From an optimization exercise on the open Yosys and OpenROAD flow, aimed at small area; shortcuts taken in it are not production practice.
The RTL was checked by simulation tests, not by an equivalence proof against the original design.
Power and IR drop assume default switching activity.

==> flow/design.v <==
`default_nettype none
package tcpStreamPkg;
	typedef logic [7:0]  byteT;
	typedef logic [31:0] ipAddrT;
	typedef logic [15:0] portT;
	typedef logic [31:0] seqNumT;
	typedef logic [15:0] lenT;
	typedef enum logic [2:0] {
		stIdle,
		stMac,		 
		stEthHi,
		stEthLo,
		stIp,		 
		stTcp,		 
		stPayload
	} parseStateT;
endpackage
`default_nettype wire
`timescale 1ns/1ps
`default_nettype none
import tcpStreamPkg::*;
module frameParser (
	input  wire                  CLOCK,
	input  wire                  rst,
	input  wire                  newPkt,
	input  wire                  dataValid,
	input  wire tcpStreamPkg::byteT   data,
	input  wire tcpStreamPkg::ipAddrT srcIp,
	input  wire tcpStreamPkg::ipAddrT dstIp,
	input  wire tcpStreamPkg::portT   srcPort,
	input  wire tcpStreamPkg::portT   dstPort,
	output logic                 payValid,
	output tcpStreamPkg::byteT   payData,
	output logic                 payFirst,
	output logic                 segValid,	 
	output tcpStreamPkg::seqNumT segSeq,	 
	output logic                 segSyn,
	output tcpStreamPkg::lenT    segLen,
	output logic                 segMiss,	 
	input  wire tcpStreamPkg::seqNumT expSeq
);
	tcpStreamPkg::parseStateT state;
	logic [5:0] pos;		 
	logic [3:0] hdrWords;	 
	logic       firstFlag;
	tcpStreamPkg::lenT cnt;
	logic       take;
	logic       hdrEnd;
	logic       wordEnd;
	logic       lenLoad;
	logic       cmpOn;
	tcpStreamPkg::byteT   cmpByte;
	logic       cmpNe;
	tcpStreamPkg::lenT    cntIn;
	tcpStreamPkg::lenT    cntDec;
	assign take = dataValid && !newPkt;
	assign wordEnd = pos[1:0] == 2'b11;
	assign hdrEnd  = wordEnd && (pos[5:2] == hdrWords - 4'd1);
	assign cmpOn = (state == stIp && (pos[5:2] == 4'd3 || pos[5:2] == 4'd4)) ||
		(state == stTcp && pos[5:2] == 4'd0);
	logic [3:0]       grpSel;
	logic [3:0]       byteSel;
	logic [3:0][31:0] cmpWords;
	tcpStreamPkg::byteT cmpInner [4];
	assign grpSel[0] = state == stIp && pos[5:2] == 4'd3;
	assign grpSel[1] = state == stIp && pos[5:2] == 4'd4;
	assign grpSel[2] = state == stTcp && pos[5:2] == 4'd0;
	assign grpSel[3] = state == stTcp && pos[5:2] == 4'd1;
	assign cmpWords[0] = srcIp;
	assign cmpWords[1] = dstIp;
	assign cmpWords[2] = {srcPort, dstPort};
	assign cmpWords[3] = expSeq;
	always_comb begin
		for (int b = 0; b < 4; b++)
			byteSel[b] = pos[1:0] == 2'(b);
		cmpByte = '0;
		for (int g = 0; g < 4; g++) begin
			cmpInner[g] = '0;
			for (int b = 0; b < 4; b++)
				cmpInner[g] = cmpInner[g] | ({8{byteSel[b]}} & cmpWords[g][8*(3-b) +: 8]);
			cmpByte = cmpByte | ({8{grpSel[g]}} & cmpInner[g]);
		end
	end
	assign cmpNe = data != cmpByte;
	assign lenLoad = state == stIp && pos == 6'd3;
	assign cntIn   = lenLoad ? {cnt[15:8], data} : cnt;
	logic cntPay;
	logic cntBorrow;
	assign cntPay    = state == stPayload;
	assign cntBorrow = !cntPay || cntIn[1:0] == 2'd0;
	assign cntDec    = {cntIn[15:2] - {13'd0, cntBorrow}, cntIn[1:0] - {1'b0, cntPay}};
	always_ff @(posedge CLOCK) begin
		if (rst) begin
			state    <= stIdle;
			payValid <= 1'b0;
			segValid <= 1'b0;
		end else begin
			payValid <= 1'b0;
			segValid <= 1'b0;
			if (payValid) firstFlag <= 1'b0;	 
			if (newPkt) begin
				state <= stMac;
				pos   <= '0;
			end else if (dataValid) begin
				pos <= pos + 1'b1;
				case (state)
					stMac: begin
						if (pos == 6'd11) begin
							state <= stEthHi;
							pos   <= '0;
						end
					end
					stEthHi: begin
						pos <= '0;
						if (data == 8'h81) begin
							state <= stMac;	 
							pos   <= 6'd9;
						end else if (data == 8'h08)
							state <= stEthLo;
						else
							state <= stIdle;
					end
					stEthLo: begin
						pos   <= '0;
						state <= (data == 8'h00) ? stIp : stIdle;
					end
					stIp: begin
						if (hdrEnd) begin
							state <= stTcp;
							pos   <= '0;
						end
						if (pos == 6'd0 && data[3:0] < 4'd5)
							state <= stIdle;
						if (pos == 6'd9 && data != 8'd6)
							state <= stIdle;
						if (cmpOn && cmpNe)
							state <= stIdle;
					end
					stTcp: begin
						if (hdrEnd) begin
							segValid <= 1'b1;
							if (cnt != 16'd4) begin	 
								state     <= stPayload;
								firstFlag <= 1'b1;
							end else
								state <= stIdle;
						end
						if (pos == 6'd12 && data[7:4] < 4'd5)
							state <= stIdle;
						if (cmpOn && cmpNe)
							state <= stIdle;
					end
					stPayload: begin
						payValid  <= 1'b1;
						if (cnt == 16'd1) state <= stIdle;
					end
					default: ;
				endcase
			end
		end
	end
	always_ff @(posedge CLOCK) begin
		if (take) begin
			if (state == stIp && pos == 6'd0) hdrWords <= data[3:0];
			if (state == stTcp && pos == 6'd12) hdrWords <= data[7:4];
			if (state == stIp && pos == 6'd2) cnt[15:8] <= data;
			if (((state == stIp || state == stTcp) && wordEnd) || state == stPayload)
				cnt <= cntDec;
			if (state == stTcp && pos[5:2] == 4'd1) begin	 
				segSeq  <= {segSeq[23:0], data};
				segMiss <= (segMiss && pos[1:0] != 2'd0) || cmpNe;
			end
			if (state == stTcp && pos == 6'd13) segSyn <= data[1];
		end
		payData  <= data;
	end
	assign segLen   = cnt;
	assign payFirst = firstFlag;	 
endmodule
`default_nettype wire
`timescale 1ns/1ps
`default_nettype none
module payloadFifo (
	input  wire                CLOCK,
	input  wire                rst,
	input  wire                payValid,
	input  wire tcpStreamPkg::byteT payData,
	input  wire                payFirst,
	input  wire                outReady,
	output logic               outValid,
	output tcpStreamPkg::byteT outData,
	output logic               outFirst,
	output logic               dropped
);
	logic [63:0][8:0] mem;
	logic [6:0] wrPtr;
	logic [6:0] rdPtr;
	function automatic logic [6:0] nextPtr(input logic [6:0] p);
		logic fb;
		fb = p[5] ^ p[4] ^ (p[4:0] == 5'd0);
		nextPtr = {p[6] ^ (p[5:0] == 6'b100000), p[4:0], fb};
	endfunction
	logic sameSlot;
	logic full;
	logic doWrite;
	logic doRead;
	logic [63:0] wrSel;
	logic [8:0]  head;
	assign sameSlot = wrPtr[5:0] == rdPtr[5:0];
	assign full     = sameSlot && (wrPtr[6] != rdPtr[6]);
	assign outValid = !(sameSlot && (wrPtr[6] == rdPtr[6]));
	assign doWrite  = payValid && !full;
	assign doRead   = outValid && outReady;
	always_comb begin
		for (int i = 0; i < 64; i++) begin
			wrSel[i] = wrPtr[5:0] == 6'(i);
		end
	end
	logic [7:0] hiSel, loSel;
	logic [7:0][8:0] grp;
	always_comb begin
		for (int i = 0; i < 8; i++) begin
			hiSel[i] = rdPtr[5:3] == 3'(i);
			loSel[i] = rdPtr[2:0] == 3'(i);
		end
		for (int g = 0; g < 8; g++) begin
			grp[g] = '0;
			for (int j = 0; j < 8; j++)
				grp[g] = grp[g] | ({9{loSel[j]}} & mem[8*g+j]);
		end
		head = '0;
		for (int g = 0; g < 8; g++)
			head = head | ({9{hiSel[g]}} & grp[g]);
	end
	assign {outFirst, outData} = head;
	always_ff @(posedge CLOCK) begin
		for (int i = 0; i < 64; i++)
			if (doWrite && wrSel[i])
				mem[i] <= {payFirst, payData};
	end
	always_ff @(posedge CLOCK) begin
		if (rst) begin
			wrPtr   <= '0;
			rdPtr   <= '0;
			dropped <= 1'b0;
		end else begin
			if (doWrite) wrPtr <= nextPtr(wrPtr);
			if (doRead)  rdPtr <= nextPtr(rdPtr);
			if (payValid && full)
				dropped <= 1'b1;
		end
	end
endmodule
`default_nettype wire
`timescale 1ns/1ps
`default_nettype none
module seqTracker (
	input  wire                 CLOCK,
	input  wire                 rst,
	input  wire                 segValid,
	input  wire tcpStreamPkg::seqNumT segSeq,
	input  wire                 segSyn,
	input  wire tcpStreamPkg::lenT    segLen,
	input  wire                 segMiss,	 
	output tcpStreamPkg::seqNumT expSeq,	 
	output logic                gapped
);
	logic   synSeen;
	always_ff @(posedge CLOCK) begin
		if (segValid)
			expSeq <= segSeq + (segSyn ? 32'd1 : {16'd0, segLen});
	end
	always_ff @(posedge CLOCK) begin
		if (rst) begin
			synSeen <= 1'b0;
			gapped  <= 1'b0;
		end else if (segValid) begin
			if (segSyn) begin
				synSeen <= 1'b1;
				gapped  <= 1'b0;
			end else begin
				gapped <= synSeen && segMiss;
			end
		end
	end
endmodule
`default_nettype wire
`timescale 1ns/1ps
`default_nettype none
module tcpStream #(
	parameter int fifoDepth = 64
) (
	input  wire                  CLOCK,
	input  wire                  rst,
	input  wire                  newPkt,
	input  wire                  dataValid,
	input  wire tcpStreamPkg::byteT   data,
	input  wire tcpStreamPkg::ipAddrT srcIp,
	input  wire tcpStreamPkg::portT   srcPort,
	input  wire tcpStreamPkg::ipAddrT dstIp,
	input  wire tcpStreamPkg::portT   dstPort,
	input  wire                  outReady,
	output logic                 outValid,
	output tcpStreamPkg::byteT   outData,
	output logic                 outFirst,
	output logic                 dropped,
	output logic                 gapped
);
	logic   payValid;
	tcpStreamPkg::byteT   payData;
	logic   payFirst;
	logic   segValid;
	tcpStreamPkg::seqNumT segSeq;
	logic   segSyn;
	tcpStreamPkg::lenT    segLen;
	logic   segMiss;
	tcpStreamPkg::seqNumT expSeq;
	frameParser frameParser_i (
		.CLOCK(CLOCK), .rst(rst),
		.newPkt(newPkt), .dataValid(dataValid), .data(data),
		.srcIp(srcIp), .dstIp(dstIp), .srcPort(srcPort), .dstPort(dstPort),
		.payValid(payValid), .payData(payData), .payFirst(payFirst),
		.segValid(segValid), .segSeq(segSeq), .segSyn(segSyn), .segLen(segLen),
		.segMiss(segMiss), .expSeq(expSeq)
	);
	payloadFifo payloadFifo_i (
		.CLOCK(CLOCK), .rst(rst),
		.payValid(payValid), .payData(payData), .payFirst(payFirst),
		.outReady(outReady), .outValid(outValid), .outData(outData),
		.outFirst(outFirst), .dropped(dropped)
	);
	seqTracker seqTracker_i (
		.CLOCK(CLOCK), .rst(rst),
		.segValid(segValid), .segSeq(segSeq), .segSyn(segSyn), .segLen(segLen),
		.segMiss(segMiss), .expSeq(expSeq), .gapped(gapped)
	);
endmodule
`default_nettype wire
==> flow/config.mk <==
export PLATFORM = sky130hd
export DESIGN_NAME = tcpStream
export DESIGN_NICKNAME = tcpStream
export VERILOG_FILES = /design/flow/design.v
export SDC_FILE = /design/flow/constraint.sdc
export NUM_CORES = 4
export LEC_CHECK = 0
export CAP_MARGIN = 10
export CORE_MARGIN = 2
export CORE_UTILIZATION = 55
export PLACE_DENSITY = 0.7
export SLEW_MARGIN = 10
==> flow/constraint.sdc <==
create_clock -name core_clock -period 6.0 [get_ports {CLOCK}]
set_input_delay 1.2000 -clock core_clock [delete_from_list [all_inputs] [get_ports {CLOCK}]]
set_output_delay 1.2000 -clock core_clock [all_outputs]
set_load 0.01 [all_outputs]
standard.sh (not shown) runs the stock make flow with config.mk's settings and CLKGATE_MAP_FILE= SYNTH_SCRIPT=/design/flow/synth_recipe.tcl, a recipe that flattens the netlist after the stock synthesis.
==> flow/flow/run.sh <==
#!/bin/bash
set -o pipefail
export BUFFER_PORTS_ARGS="-buffer_cell sky130_fd_sc_hd__buf_1"
export CTS_ARGS="-sink_clustering_enable -repair_clock_nets -dont_use_dummy_load -buf_list sky130_fd_sc_hd__clkbuf_4 -sink_clustering_size 10 -sink_clustering_max_diameter 40"
bash standard.sh > standard.log 2>&1
The baseline completed without violations.
==> next run, changes <==
--- a/flow/design.v
+++ b/flow/design.v
@@ -31,4 +31,5 @@
 	input  wire tcpStreamPkg::portT   dstPort,
 	output logic                 payValid,
+	output logic                 payIdle,	 
 	output tcpStreamPkg::byteT   payData,
 	output logic                 payFirst,
@@ -94,7 +95,9 @@
 			state    <= stIdle;
 			payValid <= 1'b0;
+			payIdle  <= 1'b1;
 			segValid <= 1'b0;
 		end else begin
 			payValid <= 1'b0;
+			payIdle  <= 1'b1;
 			segValid <= 1'b0;
 			if (payValid) firstFlag <= 1'b0;	 
@@ -153,4 +156,5 @@
 					stPayload: begin
 						payValid  <= 1'b1;
+						payIdle   <= 1'b0;
 						if (cnt == 16'd1) state <= stIdle;
 					end
@@ -185,4 +189,5 @@
 	input  wire                rst,
 	input  wire                payValid,
+	input  wire                payIdle,	 
 	input  wire tcpStreamPkg::byteT payData,
 	input  wire                payFirst,
@@ -234,8 +239,15 @@
 	end
 	assign {outFirst, outData} = head;
+	logic [63:0] rowWr;
+	logic [63:0] rowKeep;
+	always_comb begin
+		for (int i = 0; i < 64; i++) begin
+			rowWr[i]   = doWrite && wrSel[i];
+			rowKeep[i] = payIdle || full || !wrSel[i];
+		end
+	end
 	always_ff @(posedge CLOCK) begin
 		for (int i = 0; i < 64; i++)
-			if (doWrite && wrSel[i])
-				mem[i] <= {payFirst, payData};
+			mem[i] <= ({9{rowWr[i]}} & {payFirst, payData}) | ({9{rowKeep[i]}} & mem[i]);
 	end
 	always_ff @(posedge CLOCK) begin
@@ -308,4 +320,5 @@
 );
 	logic   payValid;
+	logic   payIdle;
 	tcpStreamPkg::byteT   payData;
 	logic   payFirst;
@@ -320,5 +333,5 @@
 		.newPkt(newPkt), .dataValid(dataValid), .data(data),
 		.srcIp(srcIp), .dstIp(dstIp), .srcPort(srcPort), .dstPort(dstPort),
-		.payValid(payValid), .payData(payData), .payFirst(payFirst),
+		.payValid(payValid), .payIdle(payIdle), .payData(payData), .payFirst(payFirst),
 		.segValid(segValid), .segSeq(segSeq), .segSyn(segSyn), .segLen(segLen),
 		.segMiss(segMiss), .expSeq(expSeq)
@@ -326,5 +339,5 @@
 	payloadFifo payloadFifo_i (
 		.CLOCK(CLOCK), .rst(rst),
-		.payValid(payValid), .payData(payData), .payFirst(payFirst),
+		.payValid(payValid), .payIdle(payIdle), .payData(payData), .payFirst(payFirst),
 		.outReady(outReady), .outValid(outValid), .outData(outData),
 		.outFirst(outFirst), .dropped(dropped)
What happened: The changed run completed with no timing, DRC or antenna violations. Critical path depth goes up by 1. Sequential share of layout area goes down by 18 points. Maximum frequency goes down by a little under a tenth. Final area goes down slightly. Clock-buffer cell count goes down by 2. Synthesized cell count goes up by well over a third. Power goes down by a few percent. Global-route usage goes up by 7.3 points. Clock power goes up by a few percent. First-iteration DRC count goes up by well over a third. Synthesized area goes down slightly. Core utilization goes down by 0.45 points. Register-to-register slack improved by 0.15 ns.

==> separate check: timing with driven ports <==
In the flow no input, the clock included, has a driving cell. The finished layouts below were timed again as built, in two steps. Step 1, drivers: a clkbuf_16 drives CLOCK and a buf_2 each remaining input, both assumed. Step 2, shift: input delay + t, output delay - t, t = (earliest + latest rising clock arrival at the registers) / 2. This alone moves slack from input paths to output paths. Three values: ideal ports, drivers, drivers and shift; two values: the first two.
run | t (ns) | slack for setup (ns) | worst setup path at the end | latest minus earliest clock arrival (ns) | pins driven straight from the clock port
the first run | 0.903 | 0.823 / 0.768 / 1.671 | register to output | 0.170 / 0.170 | 1
the second run | 0.942 | 0.338 / 0.278 / 1.220 | register to output | 0.111 / 0.111 | 1
After both steps every run listed still meets setup and hold.
